Source: an optimization exercise on an open RTL-to-GDS flow (aim: small area, a short achievable clock period and few clock cycles). Production flows keep margins and buffers that such runs may drop.
At most, simulation tests tie the RTL to the original design; equivalence was not proved.
No activity file was given, so power comes from the tool's default toggle rates.

Setup of v6:
==> flow/design.v (excerpt) <==
module dwconv_top (
  input  logic                  clk,
  input  logic                  rstn,
  input  logic                  in_req,
  input  dwconv_pkg::window_t   in_data,
  output logic                  in_ack,
  output logic                  out_req,
  output dwconv_pkg::out_word_t out_data,
  input  logic                  out_ack
);
Settings: LEC_CHECK=0, CAP_MARGIN=20, CORE_MARGIN=2, CORE_UTILIZATION=60, CTS_CLUSTER_DIAMETER=80, CTS_CLUSTER_SIZE=30, SETUP_SLACK_MARGIN=3.4, SLEW_MARGIN=20, SYNTH_HIERARCHICAL=1, SYNTH_MINIMUM_KEEP_SIZE=0; clock period 6.0 ns.
standard.sh (not shown) runs the stock make flow with config.mk's settings and CLKGATE_MAP_FILE= SYNTH_SCRIPT=/design/flow/synth_recipe.tcl, a recipe that flattens the netlist after the stock synthesis.
==> flow/flow/run.sh <==
#!/bin/bash
# Standard layout (the standard.sh, standard synthesis included), except
# that the input and output port buffers are plain sky130_fd_sc_hd__buf_1
# cells rather than the delay cell that buffer_ports picks by default.
# Every port still gets its own buffer; the resizer may still upsize them.
set -e
export BUFFER_PORTS_ARGS="-buffer_cell sky130_fd_sc_hd__buf_1"
bash standard.sh > standard.log 2>&1
v6 was carried through to the last stage, and its layout satisfied the timing, design-rule and antenna checks.
Testbench counts of v6, summed over its fixed seeds: cycles 12,800.
The inputs of v7 differ from those of v6 as listed below.
diff --git a/flow/config.mk b/flow/config.mk
--- a/flow/config.mk
+++ b/flow/config.mk
@@ -7,2 +7,3 @@
 export LEC_CHECK = 0
+export ABC_AREA = 1
 export CAP_MARGIN = 20
[summary]
Diff v6 and v7: power higher in v6
v7 completed every stage of the flow, and the final layout passed the timing, design-rule and antenna checks.
Final net count (v7 over v6): increase, about 7%
Looking at slew at the pin closest to its max-slew limit across v6 and v7, the one that comes out higher is v6.
Between v6 and v7, the cell count went up.
The post-layout minimum cycle time of v7 and that of v6 are within noise of each other.
Compared with v6, in v7 signed area change from the synthesized netlist to the final layout has decreased, count of filler cells inserted in the layout has increased, sequential share of layout area shrank by 0.25 points, average detailed-routed wire length per instance dropped 11%.

dwconv_top, a different RTL version from the one above (not shown whole).
For scale: roughly 45,000 sq um of cells after synthesis.
==> flow/config.mk <==
export PLATFORM = sky130hd
export DESIGN_NAME = dwconv_top
export DESIGN_NICKNAME = dwconv_top
export VERILOG_FILES = /design/flow/design.v
export SDC_FILE = /design/flow/constraint.sdc
export NUM_CORES = 4
export LEC_CHECK = 0
export ABC_CLOCK_PERIOD_IN_PS = 2500
export CAP_MARGIN = 20
export CORE_MARGIN = 2
export CORE_UTILIZATION = 40
export SLEW_MARGIN = 20
export SYNTH_HIERARCHICAL = 1
export SYNTH_MINIMUM_KEEP_SIZE = 0
==> flow/constraint.sdc <==
create_clock -name core_clock -period 6.0 [get_ports {clk}]
set_input_delay 1.2000 -clock core_clock [delete_from_list [all_inputs] [get_ports {clk}]]
set_output_delay 1.2000 -clock core_clock [all_outputs]
set_load 0.01 [all_outputs]
Scripts as last shown in full above: flow/flow/run.sh
Rerun with:
==> flow/run.sh (new file) <==
#!/bin/bash
# synth_recipe.tcl (not shown) runs the flow's synth.tcl, then flattens the netlist and writes it again
# the make line also repeats each setting of config.mk as NAME=value (left out here)
make -C /OpenROAD-flow-scripts/flow DESIGN_CONFIG=/design/flow/config.mk WORK_HOME=/design/flow/orfs CLKGATE_MAP_FILE= SYNTH_SCRIPT=/design/flow/synth_recipe.tcl finish
--- a/flow/config.mk
+++ b/flow/config.mk
@@ -7,3 +7,2 @@
 export LEC_CHECK = 0
-export ABC_CLOCK_PERIOD_IN_PS = 2500
 export CAP_MARGIN = 20
removed: flow/flow/run.sh
removed: flow/standard.sh
Effect: The new run passed the timing, design-rule and antenna checks. Count of clock-buffer cells in the layout grows by 4. Worst setup slack improves by 0.095 ns. Routed wire length grows by 2.1%. Cell area grows by 7.6%. Fmax grows by 2.8%. Die area stays the same.
Function was not checked in any run of this note: the RTL went through the layout flow alone.

dwconv_top with an RTL version that a note above also has.
Size: about 2800 cells after synthesis, roughly 650 I/O pins, about 42000 µm² of cells after synthesis.
clock: 6.0 ns
lec_check: 0
cap_margin: 20
core_margin: 2
core_utilization: 50
cts_cluster_diameter: 80
cts_cluster_size: 30
setup_slack_margin: 3.4
slew_margin: 20
synth_hierarchical: 1
synth_minimum_keep_size: 0
==> flow/flow/run.sh <==
#!/bin/bash
# Standard layout (the standard.sh, standard synthesis included), except
# that the input and output port buffers are plain sky130_fd_sc_hd__buf_1
# cells rather than the delay cell that buffer_ports picks by default.
# Every port still gets its own buffer; the resizer may still upsize them.
set -e
export BUFFER_PORTS_ARGS="-buffer_cell sky130_fd_sc_hd__buf_1"
bash standard.sh > standard.log 2>&1
The first run finished clean.
Testbench counts at the start, summed over its fixed seeds: cycles 12,800.
Change:
CORE_UTILIZATION = 60   (was 50)
SETUP_SLACK_MARGIN = 3.6   (was 3.4)
Outcome:
- die area came out lower by about a fifth
- power is higher by a little under a tenth
- worst hold slack improves by 0.011 ns
- core utilization rises by 14 points
- clock skew stays flat

[static timing again, ports no longer ideal]
The flow's constraints put no driver on any port. The routed layouts listed below were extracted and timed again, unchanged, in two steps. Step 1, drivers: a clkbuf_16 drives clk and a buf_2 each remaining input, both assumed. Step 2 moves the port delays by t, midway between the first and last clock arrival at a register: inputs arrive t later, outputs are due t later. That takes back most of the time a late clock gives input paths. a / b / c = ideal ports / drivers / drivers and shift; a / b = the first two.
run | t (ns) | setup slack, ns | worst setup path at the end
v6 | 0.643 | 3.376 / 3.376 / 2.756 | input to register
v7 | 0.657 | 3.377 / 3.403 / 2.761 | input to register
the first run of note 2 | 0.703 | 2.516 / 2.516 / 2.236 | input to register
the second run of note 2 | 0.708 | 2.611 / 2.611 / 1.953 | input to register
the first run of note 3 | 0.653 | 3.303 / 3.303 / 2.764 | input to register
the second run of note 3 | 0.653 | 3.349 / 3.349 / 2.913 | input to register
After both steps setup and hold are still met in every run listed. For the second run of note 2, which loses most, drivers alone change the setup slack by 0.000 ns; drivers and shift together by -0.658 ns.
